Source: an optimization exercise on an open RTL-to-GDS flow (aim: small area and a short achievable clock period). Production flows keep margins and buffers that such runs may drop. Where RTL was checked, it was by simulation tests only, not by an equivalence proof against the original. No functional check of the RTL was part of runs 4 and 5. Power figures rest on the tool's default switching activity, not on a simulated workload.

<file path="flow/design.v">
package cmd_pkg;
  typedef enum logic [2:0] {
    op_set_mode   = 3'd0,
    op_set_period = 3'd1,
    op_set_duty   = 3'd2,
    op_sample     = 3'd3,
    op_reset_time = 3'd4
  } cmd_op_e;
  typedef struct packed {
    logic [31:0] exec_time;
    logic [3:0]  pin;
    cmd_op_e     op;
    logic [15:0] value;
  } cmd_t;
  typedef struct packed {
    logic        en;
    logic [3:0]  pin;
    cmd_op_e     op;
    logic [15:0] value;
  } cmd_bus_t;
endpackage
package pin_pkg;
  typedef enum logic [1:0] {
    mode_low  = 2'd0,
    mode_high = 2'd1,
    mode_pwm  = 2'd2
  } pin_mode_e;
  typedef struct packed {
    logic [11:0] stamp;
    logic [2:0]  pin;
    logic        level;
  } sample_t;
endpackage
`timescale 1ns/1ns
module cmd_fifo #(
  parameter int DEPTH = 16,
  parameter int WIDTH = 16
) (
  input  logic             sys_clk,
  input  logic             global_clock_reset,
  input  logic             push,
  input  logic [WIDTH-1:0] din,
  input  logic             pop,
  output logic [WIDTH-1:0] dout,
  output logic             valid,
  output logic             full
);
  localparam int AW = $clog2(DEPTH);
  logic [WIDTH-1:0] mem [DEPTH];
  logic [AW-1:0]    wr_ptr;
  logic [DEPTH-1:0] rd_oh;
  logic [AW:0]      count;
  logic             do_push;
  logic             do_pop;
  logic [AW:0]      count_inc;
  logic [AW:0]      count_dec;
  logic [AW:0]      count_pop;
  logic [AW:0]      count_nopop;
  for (genvar i = 0; i <= AW; i++) begin : g_cnt
    if (i == 0) begin : g_lsb
      assign count_inc[i] = !count[i];
      assign count_dec[i] = !count[i];
    end else begin : g_bit
      assign count_inc[i] = count[i] ^ (&count[i-1:0]);
      assign count_dec[i] = count[i] ^ !(|count[i-1:0]);
    end
  end
  assign full    = count[AW];
  assign valid   = (count != '0);
  assign do_push = push && !full;
  assign do_pop  = pop && valid;
  assign count_nopop = do_push ? count_inc : count;
  assign count_pop   = do_push ? (valid ? count : count_inc) : (valid ? count_dec : count);
  always_comb begin
    dout = '0;
    for (int k = 0; k < DEPTH; k++) begin
      dout = dout | (mem[k] & {WIDTH{rd_oh[k]}});
    end
  end
  always_ff @(posedge sys_clk) begin
    if (do_push) mem[wr_ptr] <= din;
  end
  always_ff @(posedge sys_clk) begin
    if (global_clock_reset) begin
      wr_ptr <= '0;
      rd_oh  <= DEPTH'(1);
      count  <= '0;
    end else begin
      if (do_push) wr_ptr <= wr_ptr + 1'b1;
      if (do_pop)  rd_oh <= {rd_oh[DEPTH-2:0], rd_oh[DEPTH-1]};
      count <= pop ? count_pop : count_nopop;
    end
  end
endmodule
`timescale 1ns/1ns
module host_bus
(
  input  logic        sys_clk,
  input  logic        global_clock_reset,
  input  logic        host_cs,
  input  logic        host_wr,
  input  logic [7:0]  host_addr,
  input  logic [15:0] host_wdata,
  output logic [15:0] host_rdata,
  output logic        cmd_push,
  output logic [52:0] cmd,
  input  logic        cmd_full,
  input  logic        cmd_empty,
  input  logic        sample_valid,
  input  logic [15:0] sample,
  input  logic        sample_overflow,
  output logic        sample_pop
);
  logic [15:0] time_lo;
  logic [15:0] time_hi;
  logic [3:0]  pin_q;
  logic [2:0]  op_q;
  logic [15:0] value_q;
  logic        cmd_overflow;
  logic        wr_access;
  logic        rd_access;
  logic        pd;
  logic [1:0]  kind;
  assign wr_access = host_cs && host_wr;
  assign rd_access = host_cs && !host_wr;
  assign pd   = (op_q == 3'd1 || op_q == 3'd2) && !pin_q[3];
  assign kind = (op_q == 3'd0 && !pin_q[3]) ? 2'd1 :
                (op_q == 3'd3) ? 2'd2 :
                (op_q == 3'd4) ? 2'd3 : 2'd0;
  assign cmd = {time_hi, time_lo, pd, op_q[1], pin_q[2:0], value_q[15:4],
                pd ? value_q[3:2] : kind, value_q[1:0]};
  assign sample_pop = rd_access && (host_addr == 8'd9) && sample_valid;
  always_ff @(posedge sys_clk) begin
    if (wr_access) begin
      case (host_addr)
        8'd0: time_lo <= host_wdata;
        8'd1: time_hi <= host_wdata;
        8'd2:     pin_q   <= host_wdata[3:0];
        8'd3:  op_q    <= host_wdata[2:0];
        8'd4:   value_q <= host_wdata;
        default: ;
      endcase
    end
  end
  always_ff @(posedge sys_clk) begin
    if (global_clock_reset) begin
      cmd_push     <= 1'b0;
      cmd_overflow <= 1'b0;
    end else begin
      cmd_push <= wr_access && (host_addr == 8'd5);
      if (cmd_push && cmd_full) cmd_overflow <= 1'b1;
    end
  end
  always_ff @(posedge sys_clk) begin
    case (host_addr)
      8'd0: host_rdata <= time_lo;
      8'd1: host_rdata <= time_hi;
      8'd2:     host_rdata <= {12'd0, pin_q};
      8'd3:  host_rdata <= {13'd0, op_q};
      8'd4:   host_rdata <= value_q;
      8'd8:
        host_rdata <= {11'd0, sample_overflow, sample_valid, cmd_overflow, cmd_full, cmd_empty};
      8'd9:  host_rdata <= sample_valid ? sample : 16'd0;
      default:              host_rdata <= 16'd0;
    endcase
  end
endmodule
`timescale 1ns/1ns
module scheduler
(
  input  logic        sys_clk,
  input  logic        global_clock_reset,
  input  logic        cmd_push,
  input  logic [52:0] cmd_in,
  output logic        cmd_full,
  output logic        cmd_empty,
  output logic [7:0]  bus_hit,       
  output logic        bus_period,
  output logic        bus_duty,
  output logic        bus_mode,
  output logic        bus_sample,
  output logic [2:0]  bus_pin,
  output logic [15:0] bus_value,
  output logic [2:0]  head_pin,
  output logic        bus_value_z,   
  output logic [11:0] stamp          
);
  localparam int MD = 14;
  logic [52:0]   mem [MD];
  logic [52:0]   head0;
  logic [52:0]   head1;
  logic [52:0]   mem_rd;
  logic [MD-1:0] rd_oh;
  logic [MD-1:0] wr_oh;
  logic [4:0]    count;
  logic [31:0]   time_p1;            
  logic          due;
  logic          n0, n1, n2, nge2, nge3;
  logic          push_ok;
  logic          is_rst;
  logic          h_pd;
  logic [1:0]    h_kind;
  logic          ge_din, z_din, ge_h1, z_h1, eq_h0;
  logic          due_n;
  logic [4:0]    count_n;
  logic [4:0]    count_inc;
  logic [4:0]    count_dec;
  for (genvar i = 0; i < 5; i++) begin : g_cnt
    if (i == 0) begin : g_lsb
      assign count_inc[i] = !count[i];
      assign count_dec[i] = !count[i];
    end else begin : g_bit
      assign count_inc[i] = count[i] ^ (&count[i-1:0]);
      assign count_dec[i] = count[i] ^ !(|count[i-1:0]);
    end
  end
  assign cmd_full  = count[4];
  assign cmd_empty = n0;
  assign push_ok   = cmd_push && !count[4];
  assign h_pd   = head0[20];
  assign h_kind = head0[3:2];
  assign is_rst = !h_pd && (h_kind == 2'd3);
  always_comb begin
    mem_rd = '0;
    for (int k = 0; k < MD; k++) begin
      mem_rd = mem_rd | (mem[k] & {53{rd_oh[k]}});
    end
  end
  assign ge_din = (time_p1 >= cmd_in[52:21]);
  assign z_din  = (cmd_in[52:21] == 32'd0);
  assign ge_h1  = (time_p1 >= head1[52:21]);
  assign z_h1   = (head1[52:21] == 32'd0);
  assign eq_h0  = (time_p1 == head0[52:21]);
  always_comb begin
    if (due) begin
      if (n1) due_n = push_ok && (is_rst ? z_din : ge_din);
      else    due_n = is_rst ? z_h1 : ge_h1;
    end else begin
      if (n0) due_n = push_ok && ge_din;
      else    due_n = eq_h0;
    end
  end
  always_comb begin
    case ({push_ok, due})
      2'b10:   count_n = count_inc;
      2'b01:   count_n = count_dec;
      default: count_n = count;
    endcase
  end
  always_ff @(posedge sys_clk) begin
    for (int k = 0; k < MD; k++) begin
      if (push_ok && nge2 && wr_oh[k]) mem[k] <= cmd_in;
    end
  end
  always_ff @(posedge sys_clk) begin
    head0 <= due ? (n1 ? cmd_in : head1) : (n0 ? cmd_in : head0);
    head1 <= due ? (nge3 ? mem_rd : cmd_in) : (nge2 ? head1 : cmd_in);
  end
  always_ff @(posedge sys_clk) begin
    if (global_clock_reset) begin
      count   <= '0;
      n0      <= 1'b1;
      n1      <= 1'b0;
      n2      <= 1'b0;
      nge2    <= 1'b0;
      nge3    <= 1'b0;
      rd_oh   <= MD'(1);
      wr_oh   <= MD'(1);
      due     <= 1'b0;
      time_p1 <= 32'd1;
    end else begin
      count   <= count_n;
      n0      <= (count_n == 5'd0);
      n1      <= (count_n == 5'd1);
      n2      <= (count_n == 5'd2);
      nge2    <= (count_n >= 5'd2);
      nge3    <= (count_n >= 5'd3);
      if (push_ok && nge2) wr_oh <= {wr_oh[MD-2:0], wr_oh[MD-1]};
      if (due && (nge3 || (n2 && push_ok))) rd_oh <= {rd_oh[MD-2:0], rd_oh[MD-1]};
      due     <= due_n;
      time_p1 <= (due && is_rst) ? 32'd1 : time_p1 + 32'd1;
    end
  end
  assign stamp = time_p1[11:0] - 12'd1;
  assign head_pin = head0[18:16];
  always_ff @(posedge sys_clk) begin
    if (global_clock_reset) begin
      bus_hit    <= '0;
      bus_sample <= 1'b0;
    end else begin
      for (int i = 0; i < 8; i++) begin
        bus_hit[i] <= due && (h_pd || h_kind == 2'd1) && (head0[18:16] == 3'(i));
      end
      bus_sample <= due && !h_pd && (h_kind == 2'd2);
    end
  end
  always_ff @(posedge sys_clk) begin
    bus_period <= h_pd && !head0[19];
    bus_duty   <= h_pd && head0[19];
    bus_mode   <= !h_pd;
    bus_pin    <= head0[18:16];
    bus_value  <= head0[15:0];
    bus_value_z <= (head0[15:0] == 16'd0);
  end
endmodule
`timescale 1ns/1ns
module pin_control
(
  input  logic        sys_clk,
  input  logic        global_clock_reset,
  input  logic        hit,
  input  logic        bus_period,
  input  logic        bus_duty,
  input  logic        bus_mode,
  input  logic [15:0] bus_value,
  input  logic [15:0] per1_d,        
  input  logic [15:0] duty_d,        
  input  logic        value_nz,      
  input  logic        lt_set,        
  output logic [15:0] cnt1_n,        
  output logic        pin
);
  logic        is_high;
  logic        is_pwm;
  logic [15:0] per1;
  logic [15:0] duty;
  logic        set_mode;
  logic        set_period;
  logic        set_duty;
  logic        high_n;
  logic        pwm_n;
  logic        step;
  logic [15:0] cnt1;
  logic        lt_n;
  logic        nz_n;
  assign set_period = hit && bus_period;
  assign set_duty   = hit && bus_duty;
  assign set_mode   = hit && bus_mode;
  assign high_n = set_mode ? (bus_value[1:0] == 2'd1) : is_high;
  assign pwm_n  = set_mode ? (bus_value[1:0] == 2'd2) : is_pwm;
  assign step   = is_pwm && (cnt1 != per1) && !set_period;
  assign lt_n   = set_duty ? lt_set : (pin && (cnt1 != duty));
  assign nz_n   = set_duty ? value_nz : (duty != 16'd0);
  always_ff @(posedge sys_clk) begin
    if (global_clock_reset || set_period) per1 <= per1_d;
    if (global_clock_reset || set_duty) duty <= duty_d;
  end
  assign cnt1_n = step ? cnt1 + 16'd1 : 16'd1;
  always_ff @(posedge sys_clk) begin
    cnt1 <= cnt1_n;
  end
  always_ff @(posedge sys_clk) begin
    if (global_clock_reset) begin
      is_high <= 1'b0;
      is_pwm  <= 1'b0;
      pin     <= 1'b0;
    end else begin
      is_high <= high_n;
      is_pwm  <= pwm_n;
      pin  <= high_n || (pwm_n && (step ? lt_n : nz_n));
    end
  end
endmodule
`timescale 1ns/1ns
module sample_collector
(
  input  logic                         sys_clk,
  input  logic                         global_clock_reset,
  input  logic                         bus_sample,
  input  logic [2:0]                   bus_pin,
  input  logic [8-1:0]  pins,
  input  logic [11:0]                  stamp,
  input  logic                         sample_pop,
  output logic [15:0]                  sample,
  output logic                         sample_valid,
  output logic                         sample_overflow
);
  logic fifo_full;
  cmd_fifo #(
    .DEPTH (16),
    .WIDTH (16)
  ) i_sample_fifo (
    .sys_clk            (sys_clk),
    .global_clock_reset (global_clock_reset),
    .push               (bus_sample),
    .din                ({stamp, bus_pin, pins[bus_pin]}),
    .pop                (sample_pop),
    .dout               (sample),
    .valid              (sample_valid),
    .full               (fifo_full)
  );
  always_ff @(posedge sys_clk) begin
    if (global_clock_reset) begin
      sample_overflow <= 1'b0;
    end else if (bus_sample && fifo_full) begin
      sample_overflow <= 1'b1;
    end
  end
endmodule
`timescale 1ns/1ns
module mecobo_core
(
  input  logic                        sys_clk,
  input  logic                        global_clock_reset,
  input  logic                        host_cs,
  input  logic                        host_wr,
  input  logic [7:0]                  host_addr,
  input  logic [15:0]                 host_wdata,
  output logic [15:0]                 host_rdata,
  output logic [8-1:0] pins
);
  logic [52:0] cmd_in;
  logic        cmd_push;
  logic        cmd_full;
  logic        cmd_empty;
  logic [7:0]  bus_hit;
  logic        bus_period;
  logic        bus_duty;
  logic        bus_mode;
  logic        bus_sample;
  logic [2:0]  bus_pin;
  logic [15:0] bus_value;
  logic        bus_value_z;
  logic [15:0] value_p1;
  logic [15:0] per1_d;
  logic [15:0] duty_d;
  logic        value_nz;
  logic [11:0] stamp;
  logic [15:0] cnt1_n [8];
  logic [2:0]  head_pin;
  logic [15:0] cnt1_hd;
  logic        lt_set;
  logic [15:0] sample;
  logic        sample_valid;
  logic        sample_pop;
  logic        sample_overflow;
  host_bus i_host_bus (
    .sys_clk            (sys_clk),
    .global_clock_reset (global_clock_reset),
    .host_cs            (host_cs),
    .host_wr            (host_wr),
    .host_addr          (host_addr),
    .host_wdata         (host_wdata),
    .host_rdata         (host_rdata),
    .cmd_push           (cmd_push),
    .cmd                (cmd_in),
    .cmd_full           (cmd_full),
    .cmd_empty          (cmd_empty),
    .sample_valid       (sample_valid),
    .sample             (sample),
    .sample_overflow    (sample_overflow),
    .sample_pop         (sample_pop)
  );
  scheduler i_scheduler (
    .sys_clk            (sys_clk),
    .global_clock_reset (global_clock_reset),
    .cmd_push           (cmd_push),
    .cmd_in             (cmd_in),
    .cmd_full           (cmd_full),
    .cmd_empty          (cmd_empty),
    .bus_hit            (bus_hit),
    .bus_period         (bus_period),
    .bus_duty           (bus_duty),
    .bus_mode           (bus_mode),
    .bus_sample         (bus_sample),
    .bus_pin            (bus_pin),
    .bus_value          (bus_value),
    .bus_value_z        (bus_value_z),
    .stamp              (stamp),
    .head_pin           (head_pin)
  );
  assign value_nz = !bus_value_z;
  assign value_p1 = {bus_value[15:1], bus_value[0] || !value_nz};
  assign per1_d   = global_clock_reset ? 16'd1 : value_p1;
  assign duty_d   = global_clock_reset ? 16'd0 : bus_value;
  always_ff @(posedge sys_clk) begin
    cnt1_hd <= cnt1_n[head_pin];
  end
  assign lt_set = (cnt1_hd < bus_value);
  for (genvar i = 0; i < 8; i++) begin : g_pin
    pin_control i_pin_control (
      .sys_clk            (sys_clk),
      .global_clock_reset (global_clock_reset),
      .hit                (bus_hit[i]),
      .bus_period         (bus_period),
      .bus_duty           (bus_duty),
      .bus_mode           (bus_mode),
      .bus_value          (bus_value),
      .per1_d             (per1_d),
      .duty_d             (duty_d),
      .value_nz           (value_nz),
      .lt_set             (lt_set),
      .cnt1_n             (cnt1_n[i]),
      .pin                (pins[i])
    );
  end
  sample_collector i_sample_collector (
    .sys_clk            (sys_clk),
    .global_clock_reset (global_clock_reset),
    .bus_sample         (bus_sample),
    .bus_pin            (bus_pin),
    .pins               (pins),
    .stamp              (stamp),
    .sample_pop         (sample_pop),
    .sample             (sample),
    .sample_valid       (sample_valid),
    .sample_overflow    (sample_overflow)
  );
endmodule
</file>
<file path="flow/run.sh">
#!/bin/bash
# synth_recipe.tcl (not shown) runs the flow's synth.tcl, then flattens the netlist and writes it again
# the make line also repeats each setting of config.mk as NAME=value (left out here)
make -C /OpenROAD-flow-scripts/flow DESIGN_CONFIG=/design/flow/config.mk WORK_HOME=/design/flow/orfs CLKGATE_MAP_FILE= SYNTH_SCRIPT=/design/flow/synth_recipe.tcl finish
</file>
<file path="flow/config.mk">
export PLATFORM = sky130hd
export DESIGN_NAME = mecobo_core
export DESIGN_NICKNAME = mecobo_core
export VERILOG_FILES = /design/flow/design.v
export SDC_FILE = /design/flow/constraint.sdc
export NUM_CORES = 4
export LEC_CHECK = 0
export CAP_MARGIN = 20
export CORE_MARGIN = 2
export CORE_UTILIZATION = 55
export CTS_BUF_LIST = sky130_fd_sc_hd__clkbuf_16
export CTS_CLUSTER_DIAMETER = 60
export CTS_CLUSTER_SIZE = 30
export PLACE_DENSITY = 0.7
export SETUP_SLACK_MARGIN = 3.4
export SLEW_MARGIN = 20
</file>
<file path="flow/constraint.sdc">
create_clock -name core_clock -period 6.0 [get_ports {sys_clk}]
set_input_delay 1.2000 -clock core_clock [delete_from_list [all_inputs] [get_ports {sys_clk}]]
set_output_delay 1.2000 -clock core_clock [all_outputs]
set_load 0.01 [all_outputs]
</file>
==> impl_metrics.toml, run 1 <==
[cts]
cts_buffers = 113
cts-root-buf = "clkbuf_16"
clock_path_buffers = 3
cts_tree = "yes"
path_clk_slew_ns = 0.09
htree_levels = 3
clkSinkCount = 1730
insertion_delay_ns = 0.79

[power_and_ir_drop]
pwr-share-clk = 0.400
combPwrFrac = 0.014
pwr-share-seq = 0.586
ir_drop_mv = 0.327
power_density_mw_per_mm2 = 289
p_sw_uw = 5020
power.internal_uw = 17200
power_leakage_uw = 0.0267
p_sw_frac = 0.226

[cells_and_area]
fin_nets = 5086
synthToLayoutAreaGrowth_pct = 11.9
drive_gt1_frac = 0.129

[placed_design]
place_ws_ns = 0.945
globalplace.congestion = 0.990
post-dp-hpwl_mm = 123
portBuffers = 51

[drt]
vias = 44400
firstDrtPassIters = 6
avgRoutedWirePerCell_um = 30.5
drc_errors = 0
ant_nets = 0
vias_per_cell = 6.63
finalWirelength_mm = 205
initialDrtViolationCount = 6655

[synth]
async_flop_share = 0
ys_warn_count = 8
synth-seq-area-share = 0.712
synth_top_area_share = 0.620
ys_seq_elements = 1730
syn_area_mm2 = 0.0686
synth_top_cell_by_area = "edfxtp_1"
yosysMostFrequentCell = "edfxtp_1"
synth.net_count = 5000
netlist_instances = 4873
syn_avg_cell_area_um2 = 14.1
synth_cell_types = 76
synth_flop_cell = "edfxtp_1"
ys_top_cells_by_area = "edfxtp_1 (62%), dfxtp_1 (9.2%), xor2_1 (4.7%), a22oi_1 (2.9%), ha_1 (1.8%)"
synth_edf_count = 1415
synthTopCellsByCount = "edfxtp_1 (1415), xor2_1 (368), nand2_1 (321)"

[setup_path]
cp.arrival_ns = 3.30
critPathCaptureType = "flop"
setup.worst_path.start_class = "flop"
worst-path-max-fanout = 13
worst-setup-path-type = "flop to flop"
reg2reg_depth = 7
worstReg2RegStart = "g_pin[7].i_pin_control.cnt1[12]"
r2r_slack_ns = 3.36
cp.required_ns = 6.66
r2r_end = "cnt1_hd[9]"

[floorplan]
die_area_mm2 = 0.128
fp.dieH_um = 357
coreArea_mm2 = 0.124
io_pins = 52
die_w_um = 357
start_util = 0.555
rows = 129

[global_routing]
grt_pass1_wl_mm = 292
grt_use_total = 0.318
grt_start_max_net_pins = 67
grt-ovfl-total = 0
antenna_found_initial = 11
grt_pass1_vias = 41700

[timing]
period_needed_ns = 2.64
worst_slew_margin_rel = 0.258
tns_ns = 0
fin_skew_ns = 0.0705
worstMarginPinSlew_ns = 1.11
slew_violations = 0
worst_hold_slack_ns = 0.360
setup_slack_ns = 3.36
fin_crit_sh = 0.440
grt_setup_unrepaired = "true"
hold_violations = 0
fmax_mhz = 378
setup_viol = 0

[outcome]
run_status = "finished clean"

[worst_hold_path]
hp-start = "i_scheduler.head0[7]"
worstHoldPathCells = 0
hold_end = "i_scheduler.bus_value[7]"
min-delay-path-class = "flop to flop"

[job]
max_cap_violations = 0
## kinds of logic (layout without fill, tap and decap cells)
group	after synthesis	in the layout	synth area share
flip-flops	1730	1730	0.712
AND/OR/NAND/NOR	1289	1291	0.0914
AO/OA/AOI/OAI	870	870	0.0940
XOR/XNOR	445	445	0.0568
buffers and inverters	420	605	0.0242
adder cells (fa/ha/maj)	99	99	0.0181
multiplexers	20	20	0.00385
other	0	3	0
## placed cells by master (no fill, tap or decap), drive strengths merged, types with 61 or more instances in the layout
cell type	netlist	routed
edfxtp	1415	1415
xor2	368	368
nand2	322	322
nor2	316	316
dfxtp	315	315
a22oi	266	266
buf	88	219
inv	130	165
nand3	151	152
nor4	138	138
a221oi	131	131
a21oi	123	123
a22o	117	117
clkbuf	202	117
nor3	103	103
ha	99	99
nand4	93	93
xnor2	77	77
o21ai	70	70
and3	61	61
## stage by stage
stage	total power [uW]	util	area, um2	instances
final	22200	0.621	76700	6700
after global routing	22700	0.621	76700	6698
after CTS	22200	0.617	76300	6666
after detailed placement	13600	0.575	71100	6380
after global placement	13600	0.575	71100	6380
after floorplan	13400	-	68800	4873
## worst max-delay path by stage
stage | from | endpoint | slack [ns] | depth (start not counted)
after CTS | host_addr[5] | i_host_bus.time_lo[10] | 3.38 | 5
after floorplan | host_addr[5] | i_host_bus.time_lo[0] | 2.88 | 3
after global routing | g_pin[7].i_pin_control.cnt1[6] | cnt1_hd[9] | 3.30 | 7
final | g_pin[7].i_pin_control.cnt1[12] | cnt1_hd[9] | 3.36 | 7
after global placement | host_addr[0] | i_sample_collector.i_sample_fifo.count[3] | 1.04 | 8
after detailed placement | host_addr[0] | i_sample_collector.i_sample_fifo.count[3] | 0.94 | 8
## final cells by class
cell class | instances | area [um2]
Timing Repair Buffer | 252 | 2140
Clock buffer | 114 | 2850
Timing Repair inverter | 7 | 50.0
Antenna cell | 3 | 7.51
Clock inverter | 102 | 1440
Inverter | 130 | 539
Fill cell | 9113 | 46900
Sequential cell | 1730 | 48900
Multi-Input combinational cell | 2725 | 18700
Tap cell | 1637 | 2050
## routing by layer
| metal | global-route usage | routed length, um | share of wire | up-vias |
|---|---|---|---|---|
| li1 | - | - | - | 18700 |
| met1 | 0.450 | 78600 | 0.38 | 22300 |
| met2 | 0.482 | 91100 | 0.45 | 2871 |
| met3 | 0.0692 | 24700 | 0.12 | 509 |
| met4 | 0.130 | 10100 | 0.049 | 14 |
| met5 | 0 | 74 | 0.00036 | - |
## repair_timing
| item | in CTS | in global routing |
|---|---|---|
| setup buffers | 61 | 30 |
| pin swaps | 14 | 19 |
| endpoints found under the setup margin | 908 | 378 |
| gates resized for setup | 210 | 56 |
| hold buffers | 0 | 0 |
| cloned | 9 | 1 |
## registers in the layout (all words and copies together) (netlist names), 32 cells and up
name	cells
i_scheduler.mem	742
i_sample_collector.i_sample_fifo.mem	256
g_pin.i_pin_control.cnt1	128
g_pin.i_pin_control.duty	128
g_pin.i_pin_control.per1	128
i_scheduler.head0	53
i_scheduler.head1	53
i_scheduler.time_p1	32
## critical path: stages, from the launching register on
cell and delay (ns):
dfxtp_1 0.48, xor2_1 0.12, nor4_2 0.38, nand4_1 0.24, nand3_4 0.23, nor2_1 0.19
a2111o_1 0.51, o41a_1 0.39
## power by group through the flow
| stage | registers [uW] | clock network (uW) | logic [uW] |
|---|---|---|---|
| 5_1_grt | 13000 | 9370 | 328 |
| 3_3_place_gp | 13300 | 0 | 279 |
| 2_1_floorplan | 13300 | 0 | 171 |
| 3_5_place_dp | 13300 | 0 | 284 |
| 6_report | 13000 | 8900 | 304 |
| 4_1_cts | 13000 | 8920 | 295 |
==> run 2: changes to the inputs <==
--- a/flow/config.mk
+++ b/flow/config.mk
@@ -14,3 +14,3 @@
 export PLACE_DENSITY = 0.7
-export SETUP_SLACK_MARGIN = 3.4
+export SETUP_SLACK_MARGIN = 3.5
 export SLEW_MARGIN = 20
==> impl_metrics.toml, run 2 <==
[timing]
grt_setup_unrepaired = "true"
period_needed_ns = 2.66
hold_violations = 0
tns_ns = 0
worst_slew_margin_rel = 0.200
fin_skew_ns = 0.0559
fmax_mhz = 375
worstMarginPinSlew_ns = 1.20
fin_crit_sh = 0.444
setup_viol = 0
slew_violations = 0

[cells_and_area]
drive_gt1_frac = 0.141
fin_nets = 5093
finalInstanceArea_mm2 = 0.0771
largest_register_ffs = 742
top_regs = "i_scheduler.mem (742), i_sample_collector.i_sample_fifo.mem (256)"
multiInputGateArea_mm2 = 0.0189
nFillCells = 9108
synthToLayoutAreaGrowth_pct = 12.5
final_cell_mix = "edfxtp_1 (1415), xor2_1 (360), nand2_1 (316)"
top_register = "i_scheduler.mem"
final_common_cell = "edfxtp_1"
register_area_mm2 = 0.0490

[power_and_ir_drop]
power.internal_uw = 17400
power_leakage_uw = 0.0268
totalPowerFinal_uw = 22400
power_density_mw_per_mm2 = 290
ir_drop_mv = 0.319
combPwrFrac = 0.014
p_sw_uw = 4960
p_sw_frac = 0.222
pwr-share-clk = 0.405
pwr-share-seq = 0.581

[synth]
netlist_instances = 4873
yosysMostFrequentCell = "edfxtp_1"
async_flop_share = 0
syn_avg_cell_area_um2 = 14.1
synth_cell_types = 76
ys_top_cells_by_area = "edfxtp_1 (62%), dfxtp_1 (9.2%), xor2_1 (4.7%), a22oi_1 (2.9%), ha_1 (1.8%)"
synth.net_count = 5000
synth-seq-area-share = 0.712
ys_seq_elements = 1730
ys_warn_count = 8
synth_edf_count = 1415
syn_area_mm2 = 0.0686
synth_top_area_share = 0.620
synth_flop_cell = "edfxtp_1"
synthTopCellsByCount = "edfxtp_1 (1415), xor2_1 (368), nand2_1 (321)"
synth_top_cell_by_area = "edfxtp_1"

[setup_path]
worst-setup-path-type = "flop to flop"
slowest_stage = "nand2_1"
critPathCaptureType = "flop"
r2r_end = "i_scheduler.mem[9][46]"
crit_end = "i_scheduler.mem[9][46]"
cp_cell_sequence = "nor2b_1, buf_4, and2_2, nand2_1, clkinvlp_4, buf_6"
worstReg2RegStart = "i_scheduler.count[4]"
slowest_delay_ns = 0.45
r2r_slack_ns = 3.34
worst-path-max-fanout = 27
cp.arrival_ns = 3.10
cp.required_ns = 6.43
setup.worst_path.start_class = "flop"
critPathLaunch = "i_scheduler.count[4]"
reg2reg_depth = 6

[drt]
initialDrtViolationCount = 6341
vias_per_cell = 6.59
drc_errors = 0
firstDrtPassIters = 6
avgRoutedWirePerCell_um = 29.9
ant_nets = 0
finalWirelength_mm = 201
vias = 44200

[cts]
cts_buffers = 118
cts_hold_buffers = 0
cts-root-buf = "clkbuf_16"
insertion_delay_ns = 0.78
clkSinkCount = 1730
cts_tree = "yes"
path_clk_slew_ns = 0.09
htree_levels = 3
clock_path_buffers = 3

[floorplan]
rows = 129
io_pins = 52
coreArea_mm2 = 0.124
die_w_um = 357
fp.dieH_um = 357
die_area_mm2 = 0.128
start_util = 0.555

[placed_design]
post-dp-hpwl_mm = 121
globalplace.congestion = 0.946
portBuffers = 51
dpl_cell_area_mm2 = 0.0710

[outcome]
run_status = "finished clean"

[global_routing]
grt_pass1_vias = 41600
grt_start_max_net_pins = 84
grt_pass1_wl_mm = 288
antenna_found_initial = 9
grt_use_total = 0.312
grt-ovfl-total = 0

[job]
max_cap_violations = 0

[worst_hold_path]
min-delay-path-class = "flop to flop"
[run 2: changes by cell type in the layout (fill, tap and decap cells not counted), sizes merged]
cell | previous run | this run
clkbuf | 117 | 126
buf | 219 | 226
inv | 165 | 172
clkinv | 42 | 37
clkinvlp | 25 | 21
dlymetal6s2s | 4 | 0
clkdlybuf4s15 | 5 | 2
and3b | 2 | 3
clkdlybuf4s50 | 20 | 21
diode | 3 | 2
dlygate4sd2 | 1 | 2
nand2 | 322 | 323
[run 2: per-stage QoR]
stage                     hold slack (ns)  worst slack (ns)  utilization  std cells
after floorplan                     0.348              2.88            -       4873
after global placement              0.360              1.21        0.574       6371
after detailed placement            0.358              1.11        0.575       6372
after CTS                           0.379              3.32        0.620       6688
after global routing                0.386              3.34        0.624       6708
final                               0.376              3.34        0.624       6710
[run 2: worst max-delay path, delay by kind of cell, from the launching register on]
family,cells,cell delay [ns]
buf+inv,3,0.93
flops,1,0.43
simple gates,3,0.95
[run 2: cells by family after synthesis]
kind of cell / synth area share
compound gates: 0.0940
xor+xnor: 0.0568
fa+ha+maj: 0.0181
buf+inv: 0.0242
flops: 0.712
mux: 0.00385
simple gates: 0.0914
[run 2: worst min path at each step]
| stage | endpoint | from | cells after the start | slack (ns) |
|---|---|---|---|---|
| after floorplan | i_scheduler.bus_value[0] | i_scheduler.head0[0] | 0 | 0.35 |
| after global placement | i_scheduler.bus_value[8] | i_scheduler.head0[8] | 0 | 0.36 |
| after detailed placement | i_scheduler.bus_value[14] | i_scheduler.head0[14] | 0 | 0.36 |
| after CTS | i_scheduler.bus_value[1] | i_scheduler.head0[1] | 0 | 0.38 |
| after global routing | i_scheduler.bus_value[8] | i_scheduler.head0[8] | 0 | 0.39 |
| final | i_scheduler.bus_value[1] | i_scheduler.head0[1] | 0 | 0.38 |
[run 2: final cells by class]
cell class,count,share of cell area
clock inverter,101,0.0170
sequential,1730,0.635
multi-input combinational,2727,0.245
antenna,2,0.0000649
inverter,130,0.00706
tap,1637,0.0266
timing repair buffer,253,0.0288
timing repair inverter,6,0.000551
clock buffer,124,0.0402
[run 2: timing repair]
item / 4_1_cts / 5_1_grt
endpoints found under the hold margin: 0 / 0
gates cloned: 9 / 1
setup buffers: 82 / 19
pin swaps: 20 / 23
resized for setup: 266 / 92
setup endpoints to repair: 916 / 249
[run 2: power groups by stage]
stage                     sequential (uW)  combinational, uW  clock (uW)
after floorplan                     13300                173           0
after global placement              13300                277           0
after detailed placement            13300                284           0
after CTS                           13000                291        9100
after global routing                13000                334        9540
final                               13000                310        9060
[run 2: routing by layer]
metal / share of wire / routed length (um) / vias to the layer above / GRT usage
li1: - / - / 18800 / -
met5: 0.0014 / 273 / - / 0
met3: 0.12 / 23400 / 475 / 0.0616
met2: 0.45 / 89400 / 2787 / 0.471
met1: 0.39 / 78700 / 22200 / 0.446
met4: 0.045 / 9030 / 10 / 0.132
==> run 3: changes to the inputs <==
--- a/flow/config.mk
+++ b/flow/config.mk
@@ -10,3 +10,3 @@
 export CORE_UTILIZATION = 55
-export CTS_BUF_LIST = sky130_fd_sc_hd__clkbuf_16
+export CTS_BUF_LIST = sky130_fd_sc_hd__clkbuf_8 sky130_fd_sc_hd__clkbuf_16
 export CTS_CLUSTER_DIAMETER = 60
@@ -14,3 +14,3 @@
 export PLACE_DENSITY = 0.7
-export SETUP_SLACK_MARGIN = 3.5
+export SETUP_SLACK_MARGIN = 3.4
 export SLEW_MARGIN = 20
==> impl_metrics.toml, run 3 <==
[outcome]
run_status = "finished clean"

[worst_hold_path]
min-delay-path-class = "flop to flop"
worstHoldPathCells = 0

[setup_path]
reg2reg_depth = 7
critPathTopFamily = "simple AND/OR/NAND/NOR gates"
cp_cell_sequence = "xor2_1, nor4_2, nand4_1, nand3_4, nor2_1, a2111o_1, o41a_1"
worst-setup-path-type = "flop to flop"
slowest_stage = "dfxtp_1"
slowest_delay_ns = 0.54
critPathCaptureType = "flop"
cp.arrival_ns = 3.34
cp.required_ns = 6.67
worst-path-max-fanout = 13
cp.depth = 7
worstPathBufferInverterCount = 0
setup.worst_path.start_class = "flop"

[timing]
fin_skew_ns = 0.0734
worstMarginPinSlew_ns = 1.14
grt_setup_unrepaired = "true"
fin_crit_sh = 0.445
setup_viol = 0
worst_slew_margin_rel = 0.237
hold_violations = 0
fmax_mhz = 375
slew_violations = 0
tns_ns = 0
period_needed_ns = 2.67
worst_hold_slack_ns = 0.362

[drt]
firstDrtPassIters = 9
ant_nets = 0
vias_per_cell = 6.63
drc_errors = 0
vias = 44500
finalWirelength_mm = 204
initialDrtViolationCount = 6508
avgRoutedWirePerCell_um = 30.5

[synth]
synth_top_cell_by_area = "edfxtp_1"
synth_edf_count = 1415
synth_top_area_share = 0.620
synth_cell_types = 76
synthTopCellsByCount = "edfxtp_1 (1415), xor2_1 (368), nand2_1 (321)"
async_flop_share = 0
synth-seq-area-share = 0.712
synth_flop_cell = "edfxtp_1"
syn_avg_cell_area_um2 = 14.1
netlist_instances = 4873
ys_warn_count = 8
ys_seq_elements = 1730
syn_area_mm2 = 0.0686
yosysMostFrequentCell = "edfxtp_1"
ys_top_cells_by_area = "edfxtp_1 (62%), dfxtp_1 (9.2%), xor2_1 (4.7%), a22oi_1 (2.9%), ha_1 (1.8%)"
synth.net_count = 5000

[global_routing]
grt_use_total = 0.318
grt_pass1_wl_mm = 292
grt_pass1_vias = 41700
grt-ovfl-total = 0
antenna_found_initial = 12
grt_start_max_net_pins = 67

[cts]
clkSinkCount = 1730
cts_tree = "yes"
path_clk_slew_ns = 0.09
cts_buffers = 113
htree_levels = 3
clock_path_buffers = 3
cts-root-buf = "clkbuf_16"
cts_hold_buffers = 0
insertion_delay_ns = 0.80

[floorplan]
rows = 129
die_w_um = 357
coreArea_mm2 = 0.124
io_pins = 52
die_area_mm2 = 0.128
fp.dieH_um = 357
start_util = 0.555

[placed_design]
globalplace.congestion = 0.990
post-dp-hpwl_mm = 123
portBuffers = 51

[power_and_ir_drop]
p_sw_frac = 0.226
pwr-share-clk = 0.401
power_leakage_uw = 0.0267
combPwrFrac = 0.014
p_sw_uw = 5020
ir_drop_mv = 0.328
power_density_mw_per_mm2 = 290
power.internal_uw = 17200
pwr-share-seq = 0.585
totalPowerFinal_uw = 22200

[job]
max_cap_violations = 0

[cells_and_area]
drive_gt1_frac = 0.129
top_regs = "i_scheduler.mem (742), i_sample_collector.i_sample_fifo.mem (256)"
fin_nets = 5086
synthToLayoutAreaGrowth_pct = 11.9
top_register = "i_scheduler.mem"
final_util = 0.621
largest_register_ffs = 742
final_cell_mix = "edfxtp_1 (1415), xor2_1 (360), nand2_1 (315)"
final_common_cell = "edfxtp_1"
run 3: kinds of logic after synthesis:
group / synth area share
compound gates: 0.0940
xor+xnor: 0.0568
fa+ha+maj: 0.0181
buf+inv: 0.0242
flops: 0.712
mux: 0.00385
simple gates: 0.0914
run 3: metal layers:
metal	vias up	GRT usage	wire [um]
met5	-	0	86
met4	14	0.130	10000
met3	503	0.0691	24300
met2	2932	0.482	91400
met1	22200	0.450	78600
li1	18800	-	-
run 3: worst paths after layout:
path	slack (ns)	to	start
max	3.33	cnt1_hd[9]	g_pin[7].i_pin_control.cnt1[4]
min	0.36	i_scheduler.bus_value[7]	i_scheduler.head0[7]
min reg2reg	0.36	i_scheduler.bus_value[7]	i_scheduler.head0[7]
max reg2reg	3.33	cnt1_hd[9]	g_pin[7].i_pin_control.cnt1[4]
run 3: repair_timing:
action | CTS | global route
buffers inserted | 61 | 30
endpoints found under the setup margin | 908 | 378
gates cloned | 9 | 1
resized for setup | 210 | 56
pin swaps | 14 | 19
run 3: cell type report:
type	instances	area (um2)
sequential	1730	48900
timing repair buffer	252	2140
tap	1637	2050
fill	9107	46900
clock buffer	116	2880
multi-input combinational	2725	18700
inverter	130	539
antenna	4	10.0
clock inverter	100	1440
timing repair inverter	7	50.0
run 3: stage by stage:
stage	cell area, um2	cells	setup WS (ns)
finish	76800	6701	3.33
global route	76800	6698	3.30
CTS	76300	6666	3.38
detailed placement	71100	6380	0.945
global placement	71100	6380	1.04
floorplan	68800	4873	2.88
run 3: power groups by stage:
stage / Sequential [uW] / Combinational, uW / Clock, uW
after floorplan: 13300 / 171 / 0
after global routing: 13000 / 328 / 9390
after CTS: 13000 / 295 / 8950
after global placement: 13300 / 279 / 0
after detailed placement: 13300 / 284 / 0
final: 13000 / 303 / 8920
==> run 4: changes to the inputs <==
--- a/flow/design.v
+++ b/flow/design.v
@@ -349,5 +349,2 @@
   always_ff @(posedge sys_clk) begin
-    cnt1 <= cnt1_n;
-  end
-  always_ff @(posedge sys_clk) begin
     if (global_clock_reset) begin
@@ -355,2 +352,3 @@
       is_pwm  <= 1'b0;
+      cnt1    <= 16'd1;
       pin     <= 1'b0;
@@ -359,2 +357,3 @@
       is_pwm  <= pwm_n;
+      cnt1 <= cnt1_n;
       pin  <= high_n || (pwm_n && (step ? lt_n : nz_n));
--- a/flow/config.mk
+++ b/flow/config.mk
@@ -9,7 +9,7 @@
 export CORE_MARGIN = 2
-export CORE_UTILIZATION = 55
-export CTS_BUF_LIST = sky130_fd_sc_hd__clkbuf_8 sky130_fd_sc_hd__clkbuf_16
+export CORE_UTILIZATION = 70
+export CTS_BUF_LIST = sky130_fd_sc_hd__clkbuf_16
 export CTS_CLUSTER_DIAMETER = 60
 export CTS_CLUSTER_SIZE = 30
-export PLACE_DENSITY = 0.7
+export PLACE_DENSITY = 0.85
 export SETUP_SLACK_MARGIN = 3.4
==> impl_metrics.toml, run 4 <==
[cts]
clock_path_buffers = 3
cts_tree = "yes"
insertion_delay_ns = 0.76
htree_levels = 3
path_clk_slew_ns = 0.11
cts-root-buf = "clkbuf_16"
cts_buffers = 103
clkSinkCount = 1730

[setup_path]
worstReg2RegStart = "i_host_bus.time_hi[6]"
critPathCaptureType = "flop"
cp.required_ns = 6.63
cp.arrival_ns = 3.38
critPathLaunch = "i_host_bus.time_hi[6]"
worst-setup-path-type = "flop to flop"
worst-path-max-fanout = 4
setup.worst_path.start_class = "flop"

[power_and_ir_drop]
ir_drop_mv = 0.270
power_density_mw_per_mm2 = 287
power_leakage_uw = 0.0265
totalPowerFinal_uw = 21700

[placed_design]
place_ws_ns = 1.76
globalplace.congestion = 0.973
post-dp-hpwl_mm = 119
portBuffers = 51

[drt]
vias = 46000
initialDrtViolationCount = 8244
finalWirelength_mm = 207
firstDrtPassIters = 8
avgRoutedWirePerCell_um = 32.7
ant_nets = 0
drc_errors = 0
vias_per_cell = 7.28

[synth]
synth-seq-area-share = 0.713
synth_flop_cell = "edfxtp_1"
synth_cell_types = 73
ys_seq_elements = 1730
ys_top_cells_by_area = "edfxtp_1 (62%), dfxtp_1 (9.2%), xor2_1 (4.8%), a22oi_1 (3.4%), nand2_1 (1.9%)"
synth.net_count = 5004
synth_top_cell_by_area = "edfxtp_1"
async_flop_share = 0
synthTopCellsByCount = "edfxtp_1 (1415), xor2_1 (375), nand2_1 (342)"
yosysMostFrequentCell = "edfxtp_1"
synth_edf_count = 1415
synth_top_area_share = 0.621
netlist_instances = 4877
syn_avg_cell_area_um2 = 14.0
syn_area_mm2 = 0.0684
ys_warn_count = 8

[cells_and_area]
top_register = "i_scheduler.mem"
multiInputGateArea_mm2 = 0.0188
fin_nets = 5068
largest_register_ffs = 742
top_regs = "i_scheduler.mem (742), i_sample_collector.i_sample_fifo.mem (256)"
final_cell_mix = "edfxtp_1 (1415), xor2_1 (367), nand2_1 (318)"
drive_gt1_frac = 0.119
register_area_mm2 = 0.0489
nFillCells = 5171
synthToLayoutAreaGrowth_pct = 10.5
final_common_cell = "edfxtp_1"

[floorplan]
coreArea_mm2 = 0.0969
die_area_mm2 = 0.100
fp.dieH_um = 317
start_util = 0.707
die_w_um = 317
rows = 114
io_pins = 52

[timing]
fin_skew_ns = 0.0609
worst_slew_margin_rel = 0.185
setup_slack_ns = 3.25
grt_setup_unrepaired = "true"
period_needed_ns = 2.75
tns_ns = 0
worst_hold_slack_ns = 0.367
fmax_mhz = 363
hold_violations = 0
fin_crit_sh = 0.459
worstMarginPinSlew_ns = 1.22
slew_violations = 0
setup_viol = 0

[global_routing]
antenna_found_initial = 29
grt_use_total = 0.407
grt_pass1_wl_mm = 294
grt-ovfl-total = 0
grt_pass1_vias = 44200
grt_start_max_net_pins = 81

[job]
max_cap_violations = 0

[worst_hold_path]
min-delay-path-class = "flop to flop"
hp-start = "i_scheduler.head0[13]"

[outcome]
run_status = "finished clean"
-- run 4: cell types whose count changed after synthesis, sizes merged, moves of 13 or more --
cell,previous run,this run
a22oi,266,312
buf,88,50
nor2b,21,59
a22o,117,84
nor3,103,76
nand2,322,343
nor2,316,296
clkbuf,202,219
a221oi,131,116
a21oi,123,136
-- run 4: logic make-up (layout without fill, tap and decap cells) --
group / after synthesis / after routing / share of synthesized area
DFF: 1730 / 1730 / 0.713
and+or+nand+nor: 1306 / 1308 / 0.0933
AOI/OAI and AO/OA: 877 / 877 / 0.0928
xor gates and xnor gates: 448 / 448 / 0.0573
buffers and inverters: 401 / 554 / 0.0228
adders and majority gates: 99 / 99 / 0.0181
muxes: 16 / 16 / 0.00272
other: 0 / 16 / 0
-- run 4: worst max-delay path, cell delays in order, from the launching register on --
cell	delay, ns
edfxtp_1	0.58
inv_1	0.22
ha_1	0.36
nand4_1	0.18
nor3_1	0.24
o2bb2ai_1	0.13
a211oi_1	0.09
o31ai_2	0.32
nand3_1	0.12
a2111oi_0	0.38
-- run 4: what timing repair did --
| action | in CTS | in global routing |
|---|---|---|
| pin swaps | 28 | 30 |
| hold buffers | 0 | 0 |
| setup endpoints to repair | 691 | 340 |
| buffers inserted | 60 | 13 |
| cloned | 10 | 0 |
| gates resized for setup | 221 | 87 |
-- run 4: report_power, final --
part / internal (uW) / total, uW / switching [uW]
clock: 3660 / 8390 / 4730
sequential: 13000 / 13000 / 61.5
combinational: 90.8 / 313 / 222
total: 16700 / 21700 / 5010
-- run 4: path summary, 6_finish.rpt --
check                                                 end  slack (ns)  depth (start not counted)
worst max register to register            i_scheduler.due        3.25                          9
worst min-delay path            i_scheduler.bus_value[13]        0.37                          0
worst min register to register  i_scheduler.bus_value[13]        0.37                          0
worst max-delay path                      i_scheduler.due        3.25                          9
-- run 4: final cells by class --
class	instances	area share
sequential	1730	0.646
multi-input combinational	2748	0.248
clock buffer	106	0.0351
timing repair buffer	219	0.0248
tap	1276	0.0211
clock inverter	90	0.0163
inverter	132	0.00726
timing repair inverter	7	0.000662
antenna	16	0.000529
-- run 4: metrics by stage --
step / area (um2) / instances / util
after floorplan: 68600 / 4877 / -
after global placement: 70400 / 6029 / 0.727
after detailed placement: 70400 / 6029 / 0.727
after CTS: 75100 / 6295 / 0.776
after global routing: 75600 / 6314 / 0.781
final: 75700 / 6324 / 0.781
-- run 4: routing by layer --
layer,GRT usage,vias to the layer above,routed length [um]
met5,0,-,155
met3,0.145,911,34100
li1,-,18600,-
met4,0.219,26,12800
met1,0.524,22100,67900
met2,0.615,4332,92100
==> run 5: changes to the inputs <==
==> flow/flow/run.sh (new file) <==
#!/bin/bash
# Standard layout, with the port buffers inserted as buf_4 cells instead of
# the buffer_ports default.
set -euo pipefail
bash standard.sh 'BUFFER_PORTS_ARGS=-buffer_cell sky130_fd_sc_hd__buf_4' finish > standard_flow.log 2>&1
==> flow/standard.sh (new file) <==
#!/bin/bash
# synth_recipe.tcl (not shown) runs the flow's synth.tcl, then flattens the netlist and writes it again
# the make line also repeats each setting of config.mk as NAME=value (left out here)
make -C /OpenROAD-flow-scripts/flow DESIGN_CONFIG=/design/flow/config.mk WORK_HOME=/design/flow/orfs CLKGATE_MAP_FILE= SYNTH_SCRIPT=/design/flow/synth_recipe.tcl "${@:-finish}"
--- a/flow/config.mk
+++ b/flow/config.mk
@@ -9,3 +9,3 @@
 export CORE_MARGIN = 2
-export CORE_UTILIZATION = 70
+export CORE_UTILIZATION = 55
 export CTS_BUF_LIST = sky130_fd_sc_hd__clkbuf_16
@@ -13,3 +13,3 @@
 export CTS_CLUSTER_SIZE = 30
-export PLACE_DENSITY = 0.85
+export PLACE_DENSITY = 0.7
 export SETUP_SLACK_MARGIN = 3.4
removed: flow/run.sh
==> impl_metrics.toml, run 5 <==
[setup_path]
cp.arrival_ns = 3.03
r2r_slack_ns = 3.13
setup.worst_path.start_class = "flop"
cp.required_ns = 6.16
slowest_delay_ns = 1.01
worst-path-max-fanout = 13
worstReg2RegStart = "i_scheduler.count[4]"
critPathTopFamily = "buffers and inverters"
slowest_stage = "clkinvlp_2"
reg2reg_depth = 5
critPathCaptureType = "flop"
worstPathBufferInverterCount = 2
cp_cell_sequence = "nor2b_1, buf_4, and2_2, nand2_1, clkinvlp_2"
r2r_end = "i_scheduler.mem[3][19]"
worst-setup-path-type = "flop to flop"

[cells_and_area]
final_cell_mix = "edfxtp_1 (1415), xor2_1 (367), nand2_1 (324)"
final_util = 0.617
nFillCells = 9110
final_common_cell = "edfxtp_1"
synthToLayoutAreaGrowth_pct = 11.4
largest_register_ffs = 742
drive_gt1_frac = 0.127
top_register = "i_scheduler.mem"
top_regs = "i_scheduler.mem (742), i_sample_collector.i_sample_fifo.mem (256)"
fin_nets = 5090

[cts]
insertion_delay_ns = 0.79
htree_levels = 3
cts_buffers = 115
cts_tree = "yes"
clkSinkCount = 1730
path_clk_slew_ns = 0.10
cts_hold_buffers = 0
clock_path_buffers = 3
cts-root-buf = "clkbuf_16"

[power_and_ir_drop]
power_density_mw_per_mm2 = 289
ir_drop_mv = 0.344
power_leakage_uw = 0.0267
totalPowerFinal_uw = 22100

[synth]
syn_avg_cell_area_um2 = 14.0
synth_top_cell_by_area = "edfxtp_1"
ys_warn_count = 8
synth.net_count = 5004
yosysMostFrequentCell = "edfxtp_1"
synthTopCellsByCount = "edfxtp_1 (1415), xor2_1 (375), nand2_1 (342)"
ys_seq_elements = 1730
synth_cell_types = 73
synth_flop_cell = "edfxtp_1"
netlist_instances = 4877
syn_area_mm2 = 0.0684
synth_edf_count = 1415
ys_top_cells_by_area = "edfxtp_1 (62%), dfxtp_1 (9.2%), xor2_1 (4.8%), a22oi_1 (3.4%), nand2_1 (1.9%)"
synth_top_area_share = 0.621
async_flop_share = 0
synth-seq-area-share = 0.713

[global_routing]
grt_use_total = 0.308
grt_start_max_net_pins = 128
gr-usage-met2 = 0.459
grt-ovfl-total = 0
grt_pass1_vias = 40700
antenna_found_initial = 10
top_usage_layer = "met2"
grt_pass1_wl_mm = 283
use_met1 = 0.454
gr-usage-met3 = 0.0635

[drt]
drc_errors = 0
firstDrtPassIters = 8
finalWirelength_mm = 199
initialDrtViolationCount = 6669
avgRoutedWirePerCell_um = 29.7
ant_nets = 0
vias_per_cell = 6.54
vias = 43900

[timing]
fmax_mhz = 348
slew_violations = 0
worst_hold_slack_ns = 0.384
period_needed_ns = 2.87
hold_violations = 0
worstMarginPinSlew_ns = 1.21
grt_setup_unrepaired = "true"
setup_viol = 0
worst_slew_margin_rel = 0.192
fin_crit_sh = 0.478
tns_ns = 0
fin_skew_ns = 0.0668

[outcome]
run_status = "finished clean"

[job]
max_cap_violations = 0

[floorplan]
start_util = 0.554
die_area_mm2 = 0.127
fp.dieH_um = 357
io_pins = 52
rows = 129
die_w_um = 357
coreArea_mm2 = 0.124

[placed_design]
globalplace.congestion = 0.984
post-dp-hpwl_mm = 122
portBuffers = 51

[worst_hold_path]
min-delay-path-class = "flop to flop"
worstHoldPathCells = 0
hp-start = "i_scheduler.head0[10]"
hold_end = "i_scheduler.bus_value[10]"
==> run 5: cell counts after synthesis <==
No cell type changed its count.
==> run 5: where the power goes <==
group	switching [uW]	total (uW)	internal [uW]
sequential	60.1	13000	13000
clock	4710	8740	4030
combinational	216	301	84.9
==> run 5: worst register-to-register path, delay by kind of cell (launching register included) <==
family / cells / cell delay [ns]
buffers and inverters: 2 / 1.22
AND/OR/NAND/NOR: 3 / 0.65
flip-flops: 1 / 0.40
==> run 5: cell type report <==
class	instances	area [um2]	area share
sequential	1730	48900	0.641
multi-input combinational	2747	18600	0.244
clock buffer	119	2980	0.0391
tap	1637	2050	0.0269
timing repair buffer	228	1840	0.0241
clock inverter	100	1240	0.0162
inverter	132	549	0.00720
timing repair inverter	9	57.6	0.000755
antenna	5	12.5	0.000164
==> run 5: how the worst max path moves through the flow <==
stage / start / to / slack, ns / depth (start not counted)
2_1_floorplan: host_addr[6] / i_sample_collector.i_sample_fifo.count[2] / 2.74 / 9
3_3_place_gp: host_addr[6] / i_sample_collector.i_sample_fifo.count[0] / 2.16 / 8
3_5_place_dp: host_addr[6] / i_sample_collector.i_sample_fifo.count[0] / 2.11 / 8
4_1_cts: i_host_bus.time_lo[14] / i_scheduler.due / 2.92 / 8
5_1_grt: i_host_bus.time_hi[13] / i_scheduler.due / 3.07 / 6
6_report: i_scheduler.count[4] / i_scheduler.mem[3][19] / 3.13 / 5
==> run 5: repair_timing <==
action,4_1_cts,5_1_grt
resized for setup,63,94
gates cloned,9,2
endpoints found under the setup margin,586,266
pin swaps,6,33
buffers inserted,22,59
==> run 5: metal layers <==
layer	vias to the layer above	wire length, um
met5	-	24
met2	2843	88700
met3	385	25200
met1	21900	78400
met4	4	6460
li1	18700	-
==> run 5: kinds of logic after synthesis <==
logic type	synth area share
compound gates	0.0928
simple gates	0.0933
buf+inv	0.0228
mux	0.00272
fa+ha+maj	0.0181
flops	0.713
xor+xnor	0.0573
==> run 5: per-stage QoR <==
stage	cell area (um2)	worst slack, ns	instances
floorplan	68600	2.74	4877
global placement	70700	2.16	6390
detailed placement	70800	2.11	6390
CTS	75400	2.92	6640
global route	76200	3.07	6702
finish	76200	3.13	6707
==> run 6: changes to the inputs <==
--- a/flow/design.v
+++ b/flow/design.v
@@ -349,2 +349,5 @@
   always_ff @(posedge sys_clk) begin
+    cnt1 <= cnt1_n;
+  end
+  always_ff @(posedge sys_clk) begin
     if (global_clock_reset) begin
@@ -352,3 +355,2 @@
       is_pwm  <= 1'b0;
-      cnt1    <= 16'd1;
       pin     <= 1'b0;
@@ -357,3 +359,2 @@
       is_pwm  <= pwm_n;
-      cnt1 <= cnt1_n;
       pin  <= high_n || (pwm_n && (step ? lt_n : nz_n));
==> flow/run.sh (new file) <==
#!/bin/bash
# synth_recipe.tcl (not shown) runs the flow's synth.tcl, then flattens the netlist and writes it again
# the make line also repeats each setting of config.mk as NAME=value (left out here)
make -C /OpenROAD-flow-scripts/flow DESIGN_CONFIG=/design/flow/config.mk WORK_HOME=/design/flow/orfs CLKGATE_MAP_FILE= SYNTH_SCRIPT=/design/flow/synth_recipe.tcl finish
--- a/flow/config.mk
+++ b/flow/config.mk
@@ -7,3 +7,3 @@
 export LEC_CHECK = 0
-export CAP_MARGIN = 20
+export CAP_MARGIN = 5
 export CORE_MARGIN = 2
@@ -15,2 +15,2 @@
 export SETUP_SLACK_MARGIN = 3.4
-export SLEW_MARGIN = 20
+export SLEW_MARGIN = 5
removed: flow/flow/run.sh
removed: flow/standard.sh
==> impl_metrics.toml, run 6 <==
[global_routing]
grt_use_total = 0.318
grt_pass1_vias = 41700
grt-ovfl-total = 0
antenna_found_initial = 11
grt_start_max_net_pins = 67
grt_pass1_wl_mm = 292

[drt]
initialDrtViolationCount = 6641
firstDrtPassIters = 6
vias_per_cell = 6.62
drc_errors = 0
avgRoutedWirePerCell_um = 30.5
ant_nets = 0
finalWirelength_mm = 204
vias = 44400

[cts]
clock_path_buffers = 3
cts-root-buf = "clkbuf_16"
path_clk_slew_ns = 0.09
insertion_delay_ns = 0.79
cts_tree = "yes"
cts_hold_buffers = 0
cts_buffers = 113
htree_levels = 3
clkSinkCount = 1730

[cells_and_area]
nFillCells = 9113
instances_no_fill = 6706
fin_nets = 5091
top_regs = "i_scheduler.mem (742), i_sample_collector.i_sample_fifo.mem (256)"
synthToLayoutAreaGrowth_pct = 12.0
drive_gt1_frac = 0.132
largest_register_ffs = 742
top_register = "i_scheduler.mem"
final_common_cell = "edfxtp_1"
final_cell_mix = "edfxtp_1 (1415), xor2_1 (363), nand2_1 (315)"

[synth]
syn_area_mm2 = 0.0686
syn_avg_cell_area_um2 = 14.1
synth_cell_types = 76
async_flop_share = 0
netlist_instances = 4873
ys_seq_elements = 1730
yosysMostFrequentCell = "edfxtp_1"
synth.net_count = 5000
synth_edf_count = 1415
synth_top_cell_by_area = "edfxtp_1"
synth_flop_cell = "edfxtp_1"
synth_top_area_share = 0.620
synthTopCellsByCount = "edfxtp_1 (1415), xor2_1 (368), nand2_1 (321)"
ys_warn_count = 8
synth-seq-area-share = 0.712
ys_top_cells_by_area = "edfxtp_1 (62%), dfxtp_1 (9.2%), xor2_1 (4.7%), a22oi_1 (2.9%), ha_1 (1.8%)"

[setup_path]
critPathTopFamily = "buffers and inverters"
slowest_delay_ns = 0.71
worst-path-max-fanout = 65
setup.worst_path.start_class = "input pin"
worstPathBufferInverterCount = 3
cp.required_ns = 6.54
worst-setup-path-type = "input pin to flop"
slowest_stage = "nor2_2"
critPathCaptureType = "flop"
cp_cell_sequence = "buf_4, buf_4, nor2_2, buf_4"
cp.arrival_ns = 3.13
cp_common_cell = "buf_4"

[timing]
fin_crit_sh = 0.430
slew_violations = 0
tns_ns = 0
setup_slack_ns = 3.42
fmax_mhz = 387
period_needed_ns = 2.58
worst_hold_slack_ns = 0.359
grt_setup_unrepaired = "true"
fin_skew_ns = 0.0707
hold_violations = 0
worstMarginPinSlew_ns = 1.14
setup_viol = 0
worst_slew_margin_rel = 0.234

[floorplan]
io_pins = 52
coreArea_mm2 = 0.124
die_area_mm2 = 0.128
rows = 129
start_util = 0.555
die_w_um = 357
fp.dieH_um = 357

[placed_design]
post-dp-hpwl_mm = 123
portBuffers = 51
globalplace.congestion = 0.990
place_ws_ns = 0.945
place_inst = 6380

[job]
max_cap_violations = 0

[power_and_ir_drop]
power_density_mw_per_mm2 = 289
power_leakage_uw = 0.0267
totalPowerFinal_uw = 22200
ir_drop_mv = 0.327

[worst_hold_path]
min-delay-path-class = "flop to flop"

[outcome]
run_status = "finished clean"
-- run 6: cell count changes in the layout (fill, tap and decap cells not counted), sizes merged, moves of 10 or more --
cell           delta
a22oi            -46
nand3            -10
nor3             +27
a22o             +33
o22ai            -12
clkdlybuf4s50    +20
nor2b            -38
a21oi            -13
a221oi           +15
nor2             +20
nand2            -20
-- run 6: layout make-up --
type / instances / area (um2) / area share
diodes: 4 / 10.0 / 0.000130
clock buffers: 114 / 2850 / 0.0372
clock inverters: 102 / 1440 / 0.0188
inverters: 130 / 539 / 0.00702
multi-input cells: 2726 / 18700 / 0.244
flip-flops and latches: 1730 / 48900 / 0.637
well taps: 1637 / 2050 / 0.0267
repair buffers: 256 / 2170 / 0.0283
repair inverters: 7 / 50.0 / 0.000652
-- run 6: timing repair --
item | in CTS | in global routing
endpoints found under the setup margin | 908 | 402
resized for setup | 210 | 73
gates cloned | 9 | 2
setup buffers | 61 | 34
pin swaps | 14 | 21
-- run 6: logic make-up after synthesis --
| kind of cell | after synthesis | share of synthesized area |
|---|---|---|
| AO/OA/AOI/OAI | 870 | 0.0940 |
| XOR/XNOR | 445 | 0.0568 |
| adder cells (fa/ha/maj) | 99 | 0.0181 |
| buffers and inverters | 420 | 0.0242 |
| flip-flops | 1730 | 0.712 |
| multiplexers | 20 | 0.00385 |
| AND/OR/NAND/NOR | 1289 | 0.0914 |
-- run 6: report_power, final --
group,switching [uW],internal [uW],total [uW]
combinational,211,90.1,302
clock,4750,4150,8890
sequential,58.1,13000,13000
total,5010,17200,22200
-- run 6: worst paths after layout --
| path | startpoint | slack (ns) | cells past startpoint | endpoint |
|---|---|---|---|---|
| worst max-delay path | global_clock_reset | 3.42 | 4 | g_pin[2].i_pin_control.per1[10] |
| worst min-delay path | i_scheduler.head0[7] | 0.36 | 0 | i_scheduler.bus_value[7] |
| worst max register to register | i_scheduler.time_p1[10] | 3.42 | 7 | i_scheduler.due |
| worst min register to register | i_scheduler.head0[7] | 0.36 | 0 | i_scheduler.bus_value[7] |
-- run 6: layer usage --
layer,vias up,routed length [um],global-route usage
li1,18800,-,-
met1,22200,78300,0.450
met5,-,73,0
met2,2940,91500,0.482
met3,503,24500,0.0692
met4,12,10000,0.130
-- run 6: per-stage QoR --
| step | instance area, um2 | utilization |
|---|---|---|
| 2_1_floorplan | 68800 | - |
| 3_3_place_gp | 71100 | 0.575 |
| 3_5_place_dp | 71100 | 0.575 |
| 4_1_cts | 76300 | 0.617 |
| 5_1_grt | 76800 | 0.621 |
| 6_report | 76800 | 0.621 |
==> run 7: changes to the inputs <==
--- a/flow/config.mk
+++ b/flow/config.mk
@@ -7,3 +7,3 @@
 export LEC_CHECK = 0
-export CAP_MARGIN = 5
+export CAP_MARGIN = 10
 export CORE_MARGIN = 2
@@ -15,2 +15,2 @@
 export SETUP_SLACK_MARGIN = 3.4
-export SLEW_MARGIN = 5
+export SLEW_MARGIN = 10
==> impl_metrics.toml, run 7 <==
[global_routing]
grt_pass1_wl_mm = 292
grt_use_total = 0.318
grt_start_max_net_pins = 67
grt_pass1_vias = 41700
antenna_found_initial = 11
grt-ovfl-total = 0

[timing]
tns_ns = 0
setup_viol = 0
hold_violations = 0
period_needed_ns = 2.58
fin_skew_ns = 0.0707
worst_slew_margin_rel = 0.234
fmax_mhz = 387
slew_violations = 0
grt_setup_unrepaired = "true"
worstMarginPinSlew_ns = 1.14
fin_crit_sh = 0.430

[synth]
synth-seq-area-share = 0.712
yosysMostFrequentCell = "edfxtp_1"
synth_top_cell_by_area = "edfxtp_1"
ys_warn_count = 8
synth.net_count = 5000
syn_avg_cell_area_um2 = 14.1
synth_top_area_share = 0.620
synth_edf_count = 1415
ys_seq_elements = 1730
synth_flop_cell = "edfxtp_1"
synth_cell_types = 76
ys_top_cells_by_area = "edfxtp_1 (62%), dfxtp_1 (9.2%), xor2_1 (4.7%), a22oi_1 (2.9%), ha_1 (1.8%)"
syn_area_mm2 = 0.0686
synthTopCellsByCount = "edfxtp_1 (1415), xor2_1 (368), nand2_1 (321)"
netlist_instances = 4873
async_flop_share = 0

[setup_path]
setup.worst_path.start_class = "input pin"
crit_end = "g_pin[2].i_pin_control.per1[10]"
worstReg2RegStart = "i_scheduler.time_p1[10]"
reg2reg_depth = 7
r2r_slack_ns = 3.42
worst-path-max-fanout = 65
worst-setup-path-type = "input pin to flop"
cp.arrival_ns = 3.13
critPathCaptureType = "flop"
critPathLaunch = "global_clock_reset"
r2r_end = "i_scheduler.due"
cp.required_ns = 6.54

[cells_and_area]
largest_register_ffs = 742
final_cell_mix = "edfxtp_1 (1415), xor2_1 (363), nand2_1 (315)"
nFillCells = 9113
top_register = "i_scheduler.mem"
register_area_mm2 = 0.0489
drive_gt1_frac = 0.132
final_common_cell = "edfxtp_1"
synthToLayoutAreaGrowth_pct = 12.0
finalInstanceArea_mm2 = 0.0768
multiInputGateArea_mm2 = 0.0187
top_regs = "i_scheduler.mem (742), i_sample_collector.i_sample_fifo.mem (256)"
fin_nets = 5091

[power_and_ir_drop]
power_density_mw_per_mm2 = 289
power.internal_uw = 17200
power_leakage_uw = 0.0267
p_sw_frac = 0.226
p_sw_uw = 5010
pwr-share-clk = 0.400
combPwrFrac = 0.014
pwr-share-seq = 0.586
ir_drop_mv = 0.327

[floorplan]
rows = 129
fp.dieH_um = 357
start_util = 0.555
io_pins = 52
die_area_mm2 = 0.128
die_w_um = 357
coreArea_mm2 = 0.124

[cts]
clock_path_buffers = 3
htree_levels = 3
cts_hold_buffers = 0
cts-root-buf = "clkbuf_16"
clkSinkCount = 1730
insertion_delay_ns = 0.79
cts_buffers = 113
cts_tree = "yes"
path_clk_slew_ns = 0.09

[outcome]
run_status = "finished clean"

[drt]
vias = 44400
ant_nets = 0
initialDrtViolationCount = 6641
drc_errors = 0
avgRoutedWirePerCell_um = 30.5
firstDrtPassIters = 6
vias_per_cell = 6.62
finalWirelength_mm = 204

[job]
max_cap_violations = 0

[worst_hold_path]
min-delay-path-class = "flop to flop"

[placed_design]
globalplace.congestion = 0.990
portBuffers = 51
post-dp-hpwl_mm = 123
dpl_cell_area_mm2 = 0.0711
==> run 7: cell counts in the layout (fill, tap and decap cells not counted) <==
Identical to the previous run, type by type.
==> run 7: logic make-up (layout without fill, tap and decap cells) <==
family                     after synthesis  after routing  share of synthesized area
AOI/OAI and AO/OA                      870            870                     0.0940
xor gates and xnor gates               445            445                     0.0568
adders and majority gates               99             99                     0.0181
buffers and inverters                  420            609                     0.0242
DFF                                   1730           1730                      0.712
muxes                                   20             20                    0.00385
other                                    0              4                          0
and+or+nand+nor                       1289           1292                     0.0914
==> run 7: power groups by stage <==
stage / Clock (uW) / Combinational [uW] / Sequential (uW)
floorplan: 0 / 171 / 13300
global placement: 0 / 279 / 13300
detailed placement: 0 / 284 / 13300
CTS: 8920 / 295 / 13000
global route: 9370 / 326 / 13000
finish: 8890 / 302 / 13000
==> run 7: how the worst min path moves through the flow <==
stage,startpoint,cells after the start,endpoint,slack [ns]
after floorplan,i_scheduler.head0[0],0,i_scheduler.bus_value[0],0.35
after global routing,i_scheduler.head0[7],0,i_scheduler.bus_value[7],0.36
after global placement,i_scheduler.head0[13],0,i_scheduler.bus_value[13],0.36
after detailed placement,i_scheduler.head0[13],0,i_scheduler.bus_value[13],0.36
final,i_scheduler.head0[7],0,i_scheduler.bus_value[7],0.36
after CTS,i_scheduler.head0[7],0,i_scheduler.bus_value[7],0.35
==> run 7: critical path, cell delays in order <==
cell and delay, ns:
buf_4 0.33, buf_4 0.39, nor2_2 0.71, buf_4 0.39
==> run 7: timing repair <==
| action | CTS | global route |
|---|---|---|
| endpoints found under the setup margin | 908 | 402 |
| gates resized for setup | 210 | 73 |
| buffers inserted | 61 | 34 |
| hold endpoints to repair | 0 | 0 |
| gates cloned | 9 | 2 |
| pin swaps | 14 | 21 |
==> run 7: area by class of cell <==
cell class | count | area share
diodes | 4 | 0.000130
clock buffers | 114 | 0.0372
clock inverters | 102 | 0.0188
inverters | 130 | 0.00702
multi-input cells | 2726 | 0.244
flip-flops and latches | 1730 | 0.637
well taps | 1637 | 0.0267
repair buffers | 256 | 0.0283
repair inverters | 7 | 0.000652
==> run 7: per-layer routing <==
metal / share of wire / vias up / GRT usage
met1: 0.38 / 22200 / 0.450
met3: 0.12 / 503 / 0.0692
met5: 0.00036 / - / 0
met4: 0.049 / 12 / 0.130
li1: - / 18800 / -
met2: 0.45 / 2940 / 0.482
==> run 7: metrics by stage <==
| step | hold WS [ns] | util | cells | setup WS (ns) | power [uW] |
|---|---|---|---|---|---|
| floorplan | 0.348 | - | 4873 | 2.88 | 13400 |
| global placement | 0.358 | 0.575 | 6380 | 1.04 | 13600 |
| detailed placement | 0.360 | 0.575 | 6380 | 0.945 | 13600 |
| CTS | 0.348 | 0.617 | 6666 | 3.38 | 22200 |
| global route | 0.363 | 0.621 | 6703 | 3.33 | 22700 |
| finish | 0.359 | 0.621 | 6706 | 3.42 | 22200 |

[what the ideal ports hide]
The results above use ideal ports. As a check the final layouts listed here were re-extracted and re-timed, cells and wires unchanged. Step 1 (the two cells are an assumption about what drives the block):
set clk [get_ports {sys_clk}]
set_driving_cell -lib_cell sky130_fd_sc_hd__clkbuf_16 $clk
set_driving_cell -lib_cell sky130_fd_sc_hd__buf_2 [delete_from_list [all_inputs] $clk]
Step 2 adds t to the input delays and takes it off the output delays; t is the mean of the earliest and latest rising clock arrival at the registers after step 1. Input paths then give back, and output paths get back, about the clock's delay inside the block. Slacks: ideal / step 1 / step 2; pairs: ideal / step 1.
run | t, ns | setup WS [ns] | worst register clock-pin slew, ns | worst slew at a driven data input, ns | cell pins on the clock port's net
run 1 | 0.830 | 3.358 / 3.344 / 2.623 | 0.10 / 0.10 | 0.21 | 1
run 2 | 0.844 | 3.336 / 3.336 / 2.714 | 0.11 / 0.11 | 0.24 | 1
run 3 | 0.840 | 3.330 / 3.330 / 2.630 | 0.11 / 0.11 | 0.21 | 1
run 4 | 0.810 | 3.249 / 3.249 / 2.471 | 0.12 / 0.12 | 0.16 | 1
run 5 | 0.830 | 3.129 / 3.129 / 2.528 | 0.11 / 0.11 | 0.13 | 1
run 6 | 0.833 | 3.418 / 3.342 / 2.640 | 0.11 / 0.11 | 0.21 | 1
run 7 | 0.833 | 3.418 / 3.342 / 2.640 | 0.11 / 0.11 | 0.21 | 1
After both steps setup and hold are still met in every run listed.
